What follows belongs to an exercise in optimizing a design on an open flow for small area and a short achievable clock period; a production flow would make more cautious choices.
No functional check of the RTL was part of this run.
No activity file was given, so power comes from the tool's default toggle rates.

## flow/run.sh

```bash
#!/bin/bash
# synth_recipe.tcl (not shown) runs the flow's synth.tcl, then flattens the netlist and writes it again
# the make line also repeats each setting of config.mk as NAME=value (left out here)
make -C /OpenROAD-flow-scripts/flow DESIGN_CONFIG=/design/flow/config.mk WORK_HOME=/design/flow/orfs CLKGATE_MAP_FILE= SYNTH_SCRIPT=/design/flow/synth_recipe.tcl finish
```

## flow/config.mk

```make
export PLATFORM = sky130hd
export DESIGN_NAME = fano_decoder
export DESIGN_NICKNAME = fano_decoder
export VERILOG_FILES = /design/flow/design.v
export SDC_FILE = /design/flow/constraint.sdc
export NUM_CORES = 4
export LEC_CHECK = 0
export CAP_MARGIN = 20
export CORE_MARGIN = 2
export CORE_UTILIZATION = 40
export SLEW_MARGIN = 20
```

## flow/constraint.sdc

```tcl
create_clock -name core_clock -period 7.0 [get_ports {clk}]
set_input_delay 1.4000 -clock core_clock [delete_from_list [all_inputs] [get_ports {clk}]]
set_output_delay 1.4000 -clock core_clock [all_outputs]
set_load 0.01 [all_outputs]
```

## flow/design.v

```verilog
`timescale 1ns/1ps
package fano_pkg;
    localparam int WIN_LEN  = 64;   
    localparam int CODE_MEM = 24;   
    localparam int RX_LEN   = 41;   
    localparam logic [CODE_MEM-1:0] PARITY_TAPS = 24'h9A5C37;
    localparam logic [5:0]          PTR_MAX     = 6'd40;
    typedef enum logic [2:0] {
        ST_INIT,
        ST_IDLE,
        ST_METRIC,
        ST_FORWARD,
        ST_BACKWARD
    } fano_state_t;
endpackage
`timescale 1ns/1ps
`timescale 1ns/1ps
`timescale 1ns/1ps
`timescale 1ns/1ps
`timescale 1ns/1ps
module fano_decoder (
    input  logic       clk,
    input  logic       nlocal_rst,
    input  logic       i_vld,
    input  logic [1:0] i_branch,
    output logic       o_vld,
    output logic       o_dec_sym
);
    localparam int W = fano_pkg::WIN_LEN;
    localparam int R = fano_pkg::RX_LEN;
    localparam int M = fano_pkg::CODE_MEM;
    logic [R-1:0]   rx_d_q;      
    logic [R-1:0]   rx_p_q;      
    logic [R-1:0]   worse_q;
    logic [W-1:0]   dec_q;
    logic [M:0]     hist_q;      
    logic [5:0]     pointer_q;   
    logic [R-1:0]   worse_n;
    logic [W-1:0]   dec_n;
    logic [M:0]     hist_n;
    logic [5:0]     pointer_n;
    logic [5:0]     fwd_idx;
    logic [6:0]     node;
    fano_pkg::fano_state_t state_q;
    fano_pkg::fano_state_t state_n;
    logic signed [15:0] t_q;
    logic signed [15:0] mc_q;
    logic signed [15:0] mp_q;
    logic signed [15:0] ms_q;
    logic signed [15:0] t_plus;
    logic         ms_vld_q;
    logic         mp_vld_q;
    logic         calc_back_q;
    logic         norm_en_q;
    logic [7:0]   fwd_cnt_q;
    logic         t_up;
    logic         t_down;
    logic         metric_norm;
    logic         ms_ge_t;
    logic         mp_ge_t;
    logic         calc_fwd;
    logic         mv_fwd;
    logic         mv_back;
    logic         mv_invert;
    logic         mv_clear;
    logic         fenc_vld_q;
    logic         benc_vld_q;
    logic         ftap_q;        
    logic         btap_q;        
    logic         fbm_vld_q;
    logic         bbm_vld_q;
    logic         fbm_pos_q;     
    logic         fbm_n18_q;     
    logic         fsym_q;
    logic         bbm_pos_q;
    logic         bbm_n18_q;
    logic         f_rx_d, f_rx_p, f_worse;
    logic         b_rx_d, b_rx_p, b_worse;
    logic         f_eq, b_eq;
    logic signed [15:0] fbm;
    logic signed [15:0] bbm;
    assign fwd_idx = pointer_q - 6'd1;
    function automatic logic pick(logic [R-1:0] vec, logic [5:0] idx);
        pick = (idx < 6'(R)) ? vec[idx] : 1'b0;
    endfunction
    function automatic logic pick_dec(logic [W-1:0] vec, logic [6:0] idx);
        pick_dec = (idx < 7'(W)) ? vec[idx[5:0]] : 1'b0;
    endfunction
    assign f_rx_d  = pick(rx_d_q, fwd_idx);
    assign f_rx_p  = pick(rx_p_q, fwd_idx);
    assign f_worse = pick(worse_q, fwd_idx);
    assign b_rx_d  = pick(rx_d_q, pointer_q);
    assign b_rx_p  = pick(rx_p_q, pointer_q);
    assign b_worse = pick(worse_q, pointer_q);
    assign f_eq = (f_rx_d == (f_rx_p ^ ftap_q));
    assign b_eq = (b_rx_d == (b_rx_p ^ btap_q));
    always_ff @(posedge clk) begin
        if (!nlocal_rst) begin
            fenc_vld_q <= 1'b0;
            benc_vld_q <= 1'b0;
            fbm_vld_q  <= 1'b0;
            bbm_vld_q  <= 1'b0;
        end else begin
            fenc_vld_q <= calc_fwd;
            benc_vld_q <= calc_back_q;
            fbm_vld_q  <= fenc_vld_q;
            bbm_vld_q  <= benc_vld_q;
        end
    end
    always_ff @(posedge clk) begin
        if (calc_fwd) ftap_q <= ^(hist_q[M-1:0] & fano_pkg::PARITY_TAPS);
        if (calc_back_q) btap_q <= ^(hist_q[M:1] & fano_pkg::PARITY_TAPS);
        if (fenc_vld_q) begin
            fbm_pos_q <= f_eq & ~f_worse;
            fbm_n18_q <= f_eq & f_worse;
            fsym_q    <= (f_rx_d & (f_rx_p ^ ftap_q)) ^ f_worse;
        end
        if (benc_vld_q) begin
            bbm_pos_q <= b_eq & ~b_worse;
            bbm_n18_q <= b_eq & b_worse;
        end
    end
    assign fbm = fbm_pos_q ? 16'sd2 : (fbm_n18_q ? -16'sd18 : -16'sd8);
    assign bbm = bbm_pos_q ? 16'sd2 : (bbm_n18_q ? -16'sd18 : -16'sd8);
    assign t_plus  = t_q + 16'sd4;
    assign ms_ge_t = (ms_q >= t_q);
    assign mp_ge_t = (mp_q >= t_q);
    always_comb begin
        state_n     = state_q;
        calc_fwd    = 1'b0;
        mv_fwd      = 1'b0;
        mv_back     = 1'b0;
        mv_invert   = 1'b0;
        mv_clear    = 1'b0;
        t_up        = 1'b0;
        t_down      = 1'b0;
        metric_norm = 1'b0;
        case (state_q)
            fano_pkg::ST_INIT: begin
                if (i_vld) state_n = fano_pkg::ST_IDLE;
            end
            fano_pkg::ST_IDLE: begin
                if (norm_en_q && (t_q == 16'sd256)) metric_norm = 1'b1;
                if (pointer_q != 6'd0) begin
                    calc_fwd = 1'b1;
                    mv_clear = 1'b1;
                    state_n  = fano_pkg::ST_METRIC;
                end
            end
            fano_pkg::ST_METRIC: begin
                if (ms_vld_q) begin
                    if (ms_ge_t) begin
                        mv_fwd  = 1'b1;
                        state_n = fano_pkg::ST_FORWARD;
                    end else if (mp_ge_t) begin
                        mv_back = 1'b1;
                        state_n = fano_pkg::ST_BACKWARD;
                    end else begin
                        t_down  = 1'b1;
                        state_n = fano_pkg::ST_IDLE;
                    end
                end
            end
            fano_pkg::ST_FORWARD: begin
                if (mp_q < t_plus) t_up = 1'b1;
                state_n = fano_pkg::ST_IDLE;
            end
            fano_pkg::ST_BACKWARD: begin
                if (mp_vld_q) begin
                    if (f_worse) begin
                        if (mp_ge_t) begin
                            mv_back = 1'b1;
                        end else begin
                            t_down  = 1'b1;
                            state_n = fano_pkg::ST_IDLE;
                        end
                    end else begin
                        mv_invert = 1'b1;
                        calc_fwd  = 1'b1;
                        state_n   = fano_pkg::ST_METRIC;
                    end
                end
            end
            default: state_n = fano_pkg::ST_INIT;
        endcase
    end
    always_ff @(posedge clk) begin
        if (!nlocal_rst) begin
            state_q     <= fano_pkg::ST_INIT;
            t_q         <= '0;
            mc_q        <= '0;
            mp_q        <= 16'sh8000;
            ms_vld_q    <= 1'b0;
            mp_vld_q    <= 1'b0;
            calc_back_q <= 1'b0;
            norm_en_q   <= 1'b0;
            fwd_cnt_q   <= '0;
        end else begin
            state_q     <= state_n;
            ms_vld_q    <= fbm_vld_q;
            mp_vld_q    <= bbm_vld_q;
            calc_back_q <= mv_back;
            if (t_down) t_q <= t_q - 16'sd4;
            else if (t_up) t_q <= t_plus;
            else if (metric_norm) t_q <= t_q >>> 1;
            if (mv_fwd) begin
                mp_q <= mc_q;
                mc_q <= ms_q;
            end else if (mv_back) begin
                mc_q <= mp_q;
            end else if (metric_norm) begin
                mc_q <= mc_q >>> 1;
                mp_q <= mp_q >>> 1;
            end else if (bbm_vld_q) begin
                if (fwd_cnt_q == 8'd0) mp_q <= 16'sh8000;
                else if (fwd_cnt_q == 8'd1) mp_q <= '0;
                else mp_q <= mp_q - bbm;
            end
            if (mv_fwd && (fwd_cnt_q != 8'hFF)) fwd_cnt_q <= fwd_cnt_q + 1'b1;
            else if (mv_back && (fwd_cnt_q != 8'h00)) fwd_cnt_q <= fwd_cnt_q - 1'b1;
            if (metric_norm) norm_en_q <= 1'b0;
            else if (state_q == fano_pkg::ST_METRIC) norm_en_q <= 1'b1;
        end
    end
    always_ff @(posedge clk) begin
        if (fbm_vld_q) ms_q <= mc_q + fbm;
    end
    logic       sat;         
    logic [6:0] refill_idx;
    assign sat = (pointer_q == fano_pkg::PTR_MAX);
    always_comb begin
        pointer_n = pointer_q;
        if (i_vld && (pointer_n < fano_pkg::PTR_MAX)) pointer_n = pointer_n + 1'b1;
        if (mv_back && (pointer_n < fano_pkg::PTR_MAX)) pointer_n = pointer_n + 1'b1;
        if (mv_fwd && (pointer_n != '0)) pointer_n = pointer_n - 1'b1;
    end
    always_comb begin
        dec_n   = dec_q;
        worse_n = worse_q;
        node    = {1'b0, pointer_q} - 7'd1;
        if (i_vld) begin
            dec_n   = {dec_q[W-2:0], 1'b0};
            worse_n = {worse_q[R-2:0], 1'b0};
            node    = {1'b0, pointer_q};
        end
        for (int i = 0; i < R; i++) begin
            if (mv_fwd && (node == 7'(i))) dec_n[i] = fsym_q;
            if (mv_fwd && (node == 7'(i + 1))) worse_n[i] = 1'b0;
            if (mv_invert && (node == 7'(i))) worse_n[i] = 1'b1;
            if (mv_clear && (node == 7'(i))) worse_n[i] = 1'b0;
        end
    end
    assign refill_idx = {1'b0, pointer_q} + 7'd25;
    always_comb begin
        hist_n = hist_q;
        if (mv_fwd) begin
            if (i_vld && sat) hist_n = {hist_q[M-2:0], fsym_q, dec_q[38]};
            else hist_n = {hist_q[M-1:0], fsym_q};
        end else if (mv_back) begin
            if (i_vld) begin
                if (sat) hist_n = {hist_q[M-1:0], dec_q[39]};
                else if (pointer_q != 6'd39) hist_n = {pick_dec(dec_q, refill_idx), hist_q[M:1]};
            end else if (!sat) begin
                hist_n = {pick_dec(dec_q, refill_idx), hist_q[M:1]};
            end
        end else if (i_vld && sat) begin
            hist_n = {hist_q[M-1:0], dec_q[39]};
        end
        if (pointer_n == fano_pkg::PTR_MAX) hist_n[M] = 1'b0;
    end
    always_ff @(posedge clk) begin
        if (!nlocal_rst) begin
            pointer_q <= '0;
            dec_q     <= '0;
            worse_q   <= '0;
            hist_q    <= '0;
            o_vld     <= 1'b0;
        end else begin
            pointer_q <= pointer_n;
            dec_q     <= dec_n;
            worse_q   <= worse_n;
            hist_q    <= hist_n;
            o_vld     <= i_vld;
        end
    end
    always_ff @(posedge clk) begin
        if (i_vld) begin
            rx_d_q    <= {rx_d_q[R-2:0], i_branch[1]};
            rx_p_q    <= {rx_p_q[R-2:0], i_branch[0]};
            o_dec_sym <= dec_q[W-1];
        end
    end
endmodule
```

==> summary.txt <==
## cells in the final DEF (no fill, tap or decap), types with 36 or more instances in the layout
master / count
o211a_1: 41
mux4_2: 87
a31oi_1: 36
a22oi_1: 50
nor2_1: 167
ha_1: 86
xnor2_1: 67
nor3_1: 98
mux2i_1: 86
nand2_1: 143
nor2b_1: 52
a21oi_1: 83
a211oi_1: 48
nand3_1: 36
edfxtp_1: 106
dfxtp_1: 202
o21ai_0: 106
o22ai_1: 52
clkbuf_16: 39
inv_1: 54
## worst paths after layout
path | from | end | slack, ns | cells after the start
setup / recovery | pointer_q[0]$_SDFF_PN0_ | hist_q[24]$_SDFFE_PP0P_ | 1.82 | 14
setup reg to reg | pointer_q[0]$_SDFF_PN0_ | hist_q[24]$_SDFFE_PP0P_ | 1.82 | 14
hold reg to reg | dec_q[63]$_SDFFE_PN0P_ | o_dec_sym$_DFFE_PP_ | 0.46 | 0
hold / removal | dec_q[63]$_SDFFE_PN0P_ | o_dec_sym$_DFFE_PP_ | 0.46 | 0
## cells by family after synthesis
family	count (synthesis)
XOR/XNOR	86
flip-flops	310
multiplexers	182
buffers and inverters	198
AO/OA/AOI/OAI	521
adder cells (fa/ha/maj)	89
AND/OR/NAND/NOR	607
## sequential cells by signal (all words and copies together), names as in the netlist, 3 cells and up
| signal | count |
|---|---|
| rx_p_q | 41 |
| dec_q | 64 |
| t_q | 16 |
| pointer_q | 6 |
| rx_d_q | 41 |
| mc_q | 16 |
| state_q | 3 |
| hist_q | 25 |
| mp_q | 16 |
| ms_q | 16 |
| worse_q | 41 |
| fwd_cnt_q | 8 |
## per-stage QoR
step / hold WS, ns / instances / utilization, % / setup slack [ns]
6_report: 0.463 / 2576 / 44.3 / 1.82
4_1_cts: 0.469 / 2576 / 44.2 / 1.84
3_5_place_dp: 0.444 / 2507 / 41.6 / 1.87
3_3_place_gp: 0.445 / 2506 / 41.6 / 1.92
5_1_grt: 0.475 / 2576 / 44.3 / 1.53
2_1_floorplan: 0.424 / 1993 / - / 1.73
## power groups by stage
stage / clock network, uW / logic (uW) / registers (uW)
floorplan: 0 / 489 / 1980
global placement: 0 / 641 / 2000
detailed placement: 0 / 649 / 2010
CTS: 2000 / 652 / 1970
global route: 2070 / 714 / 1980
finish: 1950 / 654 / 1970
## layout make-up
class                      instances  share of cell area (%)
timing repair buffer              38                    1.42
sequential                       310                    34.5
clock inverter                    10                   0.463
multi-input combinational       1485                    53.5
tap                              615                    3.65
inverter                          59                    1.06
clock buffer                      59                    5.43
## critical path: cells and delay by family (launching register included)
family          cells  cell delay, ns
compound gates      4            1.55
mux                 3            0.78
buf+inv             2            0.43
flops               1            0.35
simple gates        2            0.65
fa+ha+maj           2            1.13
xor+xnor            1            0.15
## layer usage
metal / wire length, um / GRT usage, % / vias to the layer above / share of wire, %
met4: 1610 / 7.44 / 0 / 3.2
met1: 22400 / 27.2 / 7645 / 44
met3: 2490 / 2.94 / 96 / 4.9
li1: - / - / 7419 / -
met2: 24100 / 33.6 / 489 / 48
met5: 0 / 0 / - / 0
==> out/qor.yml <==
fmax_mhz: 193
period_share_pct: 74.1
clock_latency_ns: 0.57
slew_headroom_pct: 25.2
place_area_um2: 19800
cts_buffers: 38
critical_path_class: "register to register"
via_per_inst: 6.07
ys_seq_area_share_pct: 37.7
initial_utilization_pct: 40.4
fin_worst_skew_ns: 0.0308
hold_violations: 0
drc_errors: 0
setup_viol: 0
antenna_left: 0
swShare_pct: 27.0
synth_xor_area_share_pct: 3.95
fp.dieW_um: 223
synth_largest_area_cell: "dfxtp_1"
cts_tree: "done"
synth_top_family_by_area: "compound AO/OA/AOI/OAI gates"
worstPathArrival_ns: 5.63
tightest_slew_ns: 1.11
synth-simple-area-share_pct: 15.0
clk_pin_slew_ns: 0.07
finalNetCount: 2026
fillers: 4526
io_buffer_count: 6
via_count: 15649
p_switching_uw: 1240
p_int_uw: 3340
synth.ff_latch_count: 310
end_kind: "register"
cpMostUsedCell: "mux2i_1"
grt.overflow.total: 0
seq_power_share_pct: 43.0
syn_area_per_cell_um2: 9.67
synth-main-ff-cell: "dfxtp_1"
area.growth.synth_to_final_pct: 9.46
dr.pass1.iters: 7
fin_tns_setup_ns: 0
yosysMostFrequentCell: "dfxtp_1"
cts_hold_buf: 0
synthesis.nets: 2087
start_kind: "register"
cts_max_level: 2
min_path_type: "register to register"
fp.dieH_um: 223
grt_pass1_wl_um: 82900
power_frac_comb_pct: 14.3
synth_common_cells: "204 x dfxtp_1, 167 x nor2_1, 143 x nand2_1, 108 x clkbuf_1"
cp_slowest_cell: "o311ai_1"
p_per_area_nw_per_um2: 217
muxShareOfSynthArea_pct: 15.2
cts_setup_buffers: 0
postLayoutCellArea_um2: 21100
cts_root_buf: "clkbuf_16"
multiInputGateArea_um2: 11300
final-seq-area_um2: 7270
drive_gt1_share_pct: 11.1
rsz0062_at_grt: "false"
async_flop_share_pct: 0
crit_path_max_incr_delay_ns: 0.96
netlist_instances: 1993
leakage_uw: 0.00777
synthTopCellsByArea: "dfxtp_1 21%, edfxtp_1 17%, mux4_2 10%"
gr-usage-all-layers_pct: 20.3
pin_count: 7
drt_iter0_markers: 1326
wirelength_um: 50500
grt_pass1_vias: 15244
clock-sinks: 310
p_total_uw: 4580
status: "no timing/DRC/antenna violations"
core_area_um2: 47600
antenna_cells: 0
cts-resized-gates: 0
grt_max_degree: 80
dieArea_um2: 49900
cap_viol_max_count: 0
worstPathRequired_ns: 7.44
crit_path_max_fanout: 29
synth_top_area_share_pct: 21.2
final-max-slew-violation-count: 0
wl_per_cell_um: 19.6
yosysUniqueCellTypes: 79
place_hpwl_um: 33900
synth_compound_area_share_pct: 18.3
syn_area_um2: 19300
synth_warnings: 1
gp_congestion: 0.842
synth_edf_count: 106
crit_chain: "inv_1 > ha_2 > buf_4 > mux4_2 > mux2i_1 > a2111oi_1 > o311ai_1 > a211o_1 > mux2i_1 > ha_1 > nand2_1 > or4b_4 > xnor2_2 > a41oi_1"
row_count: 80
antenna_found_initial: 0
period_minus_slack_ns: 5.18
ir_worst_vdd_mv: 0.190
synth_fa_ha_area_share_pct: 5.86
clockBufferDepth: 3
p_clk_share_pct: 42.7

port drivers added, routing unchanged:
The flow's constraints put no driver on any port. The routed layout listed below was extracted and timed again, unchanged, in two steps.
Step 1, drivers: a clkbuf_16 drives clk and a buf_2 each remaining input, both assumed.
Step 2, shift: input delay + t, output delay - t, t = (earliest + latest rising clock arrival at the registers) / 2. This alone moves slack from input paths to output paths.
Three values: ideal ports, drivers, drivers and shift; two values: the first two.
shift t [ns]: 0.607
setup WS [ns]: 1.816 / 1.816 / 1.816
hold WS [ns]: 0.463 / 0.463 / 0.463
worst setup path at the end: register to register
latest minus earliest clock arrival (ns): 0.033 / 0.033
After both steps this run still meets setup and hold. For this run, drivers alone change the setup slack by 0.000 ns; drivers and shift together by 0.000 ns.
